Background: an optimization exercise with open tools, aiming at small area and a short achievable clock period. Do not read the settings as production practice.
Function was checked by simulation only, so behaviour that the tests miss may differ from the original.

Setup of the reference run:
==> flow/design.v <==
package sspq_pkg;
    localparam int TAG_BITS = 16;
    typedef enum logic [1:0] {
        ACT_PUSH = 2'd0,
        ACT_POP  = 2'd1,
        ACT_PEEK = 2'd2
    } t_action;
    typedef enum logic [1:0] {
        ST_OK    = 2'd0,
        ST_FULL  = 2'd1,
        ST_EMPTY = 2'd2
    } t_status;
    typedef struct packed {
        logic push;
        logic pop;
    } t_cell_cmd;
    typedef struct packed {
        logic occ;   
        logic gt;    
    } t_cell_flags;
endpackage
module sspq_cell #(
    parameter int W = 32
) (
    input  logic         i_clk,
    input  logic         i_sel_next,
    input  logic         i_sel_prev,
    input  logic         i_sel_new,
    input  logic [W-1:0] i_next,
    input  logic [W-1:0] i_prev,
    input  logic [W-1:0] i_new,
    output logic [W-1:0] o_q,
    output logic [W-1:0] o_d      
);
    logic [W-1:0] r_q;
    logic         sel_hold;
    assign sel_hold = !(i_sel_next || i_sel_prev || i_sel_new);
    assign o_d = ({W{i_sel_next}} & i_next) | ({W{i_sel_prev}} & i_prev)
               | ({W{i_sel_new}} & i_new) | ({W{sel_hold}} & r_q);
    always_ff @(posedge i_clk) begin
        r_q <= o_d;
    end
    assign o_q = r_q;
endmodule
module stable_sorted_priority_queue #(
    parameter int QUEUE_DEPTH = 32,
    parameter int KEY_BITS    = 16,
    localparam int CW         = $clog2(QUEUE_DEPTH + 1)
) (
    input  logic                          i_clk,
    input  logic                          i_rst_n,
    input  logic                          i_in_valid,
    output logic                          o_in_stall,
    input  logic [1:0]                    i_action,
    input  logic [sspq_pkg::TAG_BITS-1:0] i_entry_tag,
    input  logic [KEY_BITS-1:0]           i_base_key,
    input  logic [KEY_BITS-1:0]           i_key_increment,
    output logic                          o_out_valid,
    input  logic                          i_out_stall,
    output logic [sspq_pkg::TAG_BITS-1:0] o_out_tag,
    output logic [KEY_BITS-1:0]           o_out_key,
    output logic [1:0]                    o_status,
    output logic [CW-1:0]                 o_occupancy
);
    localparam int TB = sspq_pkg::TAG_BITS;
    localparam int EW = KEY_BITS + TB;    
    localparam int N  = QUEUE_DEPTH;
    logic [N-1:0]         occ;
    logic [N-1:0][EW-1:0] ent;
    logic [N-1:0][EW-1:0] ent_d;
    logic                r1_push, r1_pop;
    logic [KEY_BITS-1:0] r1_key;
    logic [TB-1:0]       r1_tag;
    logic                r2_push, r2_pop;
    logic [KEY_BITS-1:0] r2_key;
    logic [TB-1:0]       r2_tag;
    logic [N:0]          r2_g;      
    logic                r2_x;      
    logic                r3_push, r3_pop;
    logic [N-1:0]        r3_gt;
    logic                apply, accept, is_push, is_pop, is_peek, full, empty, show;
    logic [KEY_BITS-1:0] new_key;
    logic [N:0]          g1;        
    logic                x21;       
    logic [N-1:0]        gt2;       
    logic                front_x1;  
    logic [CW-1:0]       r_count;
    logic                r_out_valid;
    logic [1:0]          r_status;
    logic [EW-1:0]       r_out;
    function automatic logic key_gt(input logic [KEY_BITS-1:0] a, input logic [KEY_BITS-1:0] b);
        logic [KEY_BITS-1:0] g, l;
        g = a & ~b;
        l = ~a & b;
        for (int w = 1; w < KEY_BITS; w = w * 2) begin
            for (int i = 0; i + w < KEY_BITS; i = i + 2 * w) begin
                g[i] = g[i + w] | (~l[i + w] & g[i]);
                l[i] = l[i + w] | (~g[i + w] & l[i]);
            end
        end
        key_gt = g[0];
    endfunction
    function automatic logic [KEY_BITS-1:0] sat_add(input logic [KEY_BITS-1:0] a, input logic [KEY_BITS-1:0] b);
        logic [KEY_BITS-1:0] p, g, gg, pp, gn, pn, s;
        p  = a ^ b;
        g  = a & b;
        gg = g;
        pp = p;
        for (int w = 1; w < KEY_BITS; w = w * 2) begin
            gn = gg;
            pn = pp;
            for (int i = w; i < KEY_BITS; i++) begin
                gn[i] = gg[i] | (pp[i] & gg[i - w]);
                pn[i] = pp[i] & pp[i - w];
            end
            gg = gn;
            pp = pn;
        end
        s = p ^ {gg[KEY_BITS-2:0], 1'b0};
        sat_add = gg[KEY_BITS-1] ? {KEY_BITS{1'b1}} : s;
    endfunction
    assign o_in_stall = r_out_valid && i_out_stall;
    assign apply      = !o_in_stall;
    assign accept     = i_in_valid && apply;
    assign is_push = (i_action == 2'd0);
    assign is_pop  = (i_action == 2'd1);
    assign is_peek = (i_action == 2'd2);
    assign full    = (r_count == CW'(N));
    assign empty   = (r_count == '0);
    assign show    = accept && (is_pop || is_peek) && !empty;
    assign new_key = sat_add(i_base_key, i_key_increment);
    genvar gi;
    generate
        for (gi = 0; gi < N; gi++) begin : g_fix
            if (gi == 0) begin : g_head
                assign gt2[gi] = r3_pop ? r2_g[gi+1] : (r3_push && r3_gt[gi]) ? r2_x : r2_g[gi];
            end else begin : g_body
                assign gt2[gi] = r3_pop ? r2_g[gi+1]
                               : !r3_push ? r2_g[gi]
                               : r3_gt[gi-1] ? r2_g[gi-1]
                               : r3_gt[gi] ? r2_x : r2_g[gi];
            end
        end
    endgenerate
    assign g1[N] = 1'b1;
    assign x21   = key_gt(r2_key, r1_key);
    generate
        for (gi = 0; gi < N; gi++) begin : g_cmp
            assign g1[gi] = !occ[gi] || key_gt(ent[gi][EW-1:TB], r1_key);
        end
    endgenerate
    assign front_x1 = r2_pop ? g1[1] : (r2_push && gt2[0]) ? x21 : g1[0];
    always_ff @(posedge i_clk) begin
        if (!i_rst_n) begin
            r1_push <= 1'b0;
            r1_pop  <= 1'b0;
            r2_push <= 1'b0;
            r2_pop  <= 1'b0;
            r3_push <= 1'b0;
            r3_pop  <= 1'b0;
        end else if (apply) begin
            r1_push <= accept && is_push && !full;
            r1_pop  <= accept && is_pop && !empty;
            r2_push <= r1_push;
            r2_pop  <= r1_pop;
            r3_push <= r2_push;
            r3_pop  <= r2_pop;
        end
        if (apply) begin
            r1_key <= new_key;
            r1_tag <= i_entry_tag;
            r2_key <= r1_key;
            r2_tag <= r1_tag;
            r2_g   <= g1;
            r2_x   <= x21;
            r3_gt  <= gt2;
        end
    end
    generate
        for (gi = 0; gi < N; gi++) begin : g_slot
            logic          gt_prev, occ_prev, occ_next;
            logic [EW-1:0] ent_prev, ent_next;
            if (gi == 0) begin : g_head
                assign gt_prev  = 1'b0;
                assign occ_prev = 1'b1;
                assign ent_prev = '0;
            end else begin : g_body
                assign gt_prev  = gt2[gi-1];
                assign occ_prev = occ[gi-1];
                assign ent_prev = ent[gi-1];
            end
            if (gi == N - 1) begin : g_tail
                assign occ_next = 1'b0;
                assign ent_next = '0;
            end else begin : g_mid
                assign occ_next = occ[gi+1];
                assign ent_next = ent[gi+1];
            end
            always_ff @(posedge i_clk) begin
                if (!i_rst_n) begin
                    occ[gi] <= 1'b0;
                end else if (apply && r2_pop) begin
                    occ[gi] <= occ_next;
                end else if (apply && r2_push) begin
                    occ[gi] <= occ_prev;
                end
            end
            sspq_cell #(.W(EW)) u_cell (
                .i_clk      (i_clk),
                .i_sel_next (apply && r2_pop),
                .i_sel_prev (apply && r2_push && gt_prev),
                .i_sel_new  (apply && r2_push && gt2[gi] && !gt_prev),
                .i_next     (ent_next),
                .i_prev     (ent_prev),
                .i_new      ({r2_key, r2_tag}),
                .o_q        (ent[gi]),
                .o_d        (ent_d[gi])
            );
        end
    endgenerate
    always_ff @(posedge i_clk) begin
        if (!i_rst_n) begin
            r_count     <= '0;
            r_out_valid <= 1'b0;
        end else begin
            if (accept) begin
                r_out_valid <= 1'b1;
                if (is_push && !full)      r_count <= r_count + CW'(1);
                else if (is_pop && !empty) r_count <= r_count - CW'(1);
            end else if (!i_out_stall) begin
                r_out_valid <= 1'b0;
            end
        end
        if (accept) begin
            r_status <= (is_push && full) ? 2'd1 : ((is_pop || is_peek) && empty) ? 2'd2 : 2'd0;
        end
        if (apply) begin
            r_out <= !show ? '0 : (r1_push && front_x1) ? {r1_key, r1_tag}
                   : r1_pop ? ent_d[1] : ent_d[0];
        end
    end
    assign o_out_valid = r_out_valid;
    assign {o_out_key, o_out_tag} = r_out;
    assign o_status    = r_status;
    assign o_occupancy = r_count;
endmodule
export LEC_CHECK = 0
export CAP_MARGIN = 20
export CORE_MARGIN = 2
export CORE_UTILIZATION = 50
export PLACE_DENSITY = 0.6
export SETUP_SLACK_MARGIN = 2.5
export SLEW_MARGIN = 20
create_clock -name core_clock -period 5.5 [get_ports {i_clk}]
run.sh (not shown) runs the stock make flow with config.mk's settings and CLKGATE_MAP_FILE= SYNTH_SCRIPT=/design/flow/synth_recipe.tcl, a recipe that flattens the netlist after the stock synthesis.
## Diff of input files: the trial run against the reference run
==> flow/flow/run.sh (new file) <==
#!/bin/bash
# The standard layout, with two changes to how cells are sized:
# - the port buffers are plain buf_4 cells rather than the delay buffer
#   buffer_ports picks by default
# - timing repair may swap a cell for one of another footprint
# Everything else (synthesis, floorplan, power grid, CTS, routing) is the
# standard flow. make's full output is kept in flow_make.log.
set -euo pipefail
sed "s|CLKGATE_MAP_FILE= |CLKGATE_MAP_FILE= MATCH_CELL_FOOTPRINT=0 'BUFFER_PORTS_ARGS=-buffer_cell sky130_fd_sc_hd__buf_4' |" standard.sh > standard_sized.sh
grep -q "MATCH_CELL_FOOTPRINT=0" standard_sized.sh
bash standard_sized.sh > flow_make.log 2>&1
==> flow/standard.sh (new file) <==
#!/bin/bash
# synth_recipe.tcl (not shown) runs the flow's synth.tcl, then flattens the netlist and writes it again
# the make line also repeats each setting of config.mk as NAME=value (left out here)
make -C /OpenROAD-flow-scripts/flow DESIGN_CONFIG=/design/flow/config.mk WORK_HOME=/design/flow/orfs CLKGATE_MAP_FILE= SYNTH_SCRIPT=/design/flow/synth_recipe.tcl "${@:-finish}"
removed: flow/run.sh
## What came out
Re post-route DRC violation count: no difference whatsoever between the trial run and the reference run. Re die area: no difference whatsoever between the trial run and the reference run. Global-route usage over all layers: higher on the trial run. On post-layout net count, the trial run and the reference run are neck and neck. Number of global-route vias before repair, the trial run and the reference run: higher on the reference run.

========
stable_sorted_priority_queue, a different RTL version from the one above (not shown whole).
Size: roughly 1200 flip-flops, about 96 I/O pins.
==> flow/config.mk <==
export PLATFORM = sky130hd
export DESIGN_NAME = stable_sorted_priority_queue
export DESIGN_NICKNAME = stable_sorted_priority_queue
export VERILOG_FILES = /design/flow/design.v
export SDC_FILE = /design/flow/constraint.sdc
export NUM_CORES = 4
export LEC_CHECK = 0
export CAP_MARGIN = 20
export CORE_MARGIN = 2
export CORE_UTILIZATION = 50
export CTS_CLUSTER_DIAMETER = 100
export CTS_CLUSTER_SIZE = 20
export PLACE_DENSITY = 0.6
export SETUP_SLACK_MARGIN = 2.8
export SLEW_MARGIN = 20
export SYNTH_HIERARCHICAL = 1
export SYNTH_MINIMUM_KEEP_SIZE = 0
export TNS_END_PERCENT = 5
==> flow/constraint.sdc <==
create_clock -name core_clock -period 5.5 [get_ports {i_clk}]
set_input_delay 1.1000 -clock core_clock [delete_from_list [all_inputs] [get_ports {i_clk}]]
set_output_delay 1.1000 -clock core_clock [all_outputs]
set_load 0.01 [all_outputs]
standard.sh (not shown) runs the stock make flow with config.mk's settings and CLKGATE_MAP_FILE= SYNTH_SCRIPT=/design/flow/synth_recipe.tcl, a recipe that flattens the netlist after the stock synthesis.
==> flow/flow/run.sh <==
#!/bin/bash
# The standard layout, with two changes to how cells are sized:
# - the port buffers are plain buf_4 cells rather than the delay buffer
#   buffer_ports picks by default
# - timing repair may swap a cell for one of another footprint
# Everything else (synthesis, floorplan, power grid, CTS, routing) is the
# standard flow. make's full output is kept in flow_make.log.
set -euo pipefail
sed "s|CLKGATE_MAP_FILE= |CLKGATE_MAP_FILE= MATCH_CELL_FOOTPRINT=0 'BUFFER_PORTS_ARGS=-buffer_cell sky130_fd_sc_hd__buf_4' |" standard.sh > standard_sized.sh
grep -q "MATCH_CELL_FOOTPRINT=0" standard_sized.sh
bash standard_sized.sh > flow_make.log 2>&1
The first run completed without violations.
Rerun with:
Settings changed: SETUP_SLACK_MARGIN 2.8 to 2.5.
What happened:
- The new run finished with timing, DRC and antenna clean
- clock skew drops by 0.0059 ns
- setup slack loses 0.032 ns
- area after synthesis does not change

==> what the ideal ports hide <==
How much do the figures lean on ideal ports? The routed layouts below were timed once more, with nothing changed but the port constraints.
Step 1 sets driving cells, clkbuf_16 on the clock port and buf_2 on the other inputs (assumed; they add their load-dependent delay and slew).
Step 2 adds t to the input delays and takes it off the output delays; t is the mean of the earliest and latest rising clock arrival at the registers after step 1. Input paths then give back, and output paths get back, about the clock's delay inside the block.
a / b / c = ideal ports / drivers / drivers and shift; a / b = the first two.
| run | shift t [ns] | setup WS [ns] | worst data-port slew with drivers (ns) | cell pins on the clock port's net |
|---|---|---|---|---|
| the reference run | 0.857 | 2.298 / 2.298 / 1.805 | 0.04 | 1 |
| the trial run | 0.818 | 2.267 / 2.267 / 1.726 | 0.04 | 1 |
| the first run of note 2 | 0.762 | 2.418 / 2.418 / 1.925 | 0.05 | 1 |
| the second run of note 2 | 0.747 | 2.386 / 2.386 / 1.807 | 0.04 | 1 |
After both steps every run listed still meets setup and hold. The setup slack of the second run of note 2, which loses most, moves by 0.000 ns with the drivers and by -0.579 ns with both steps.
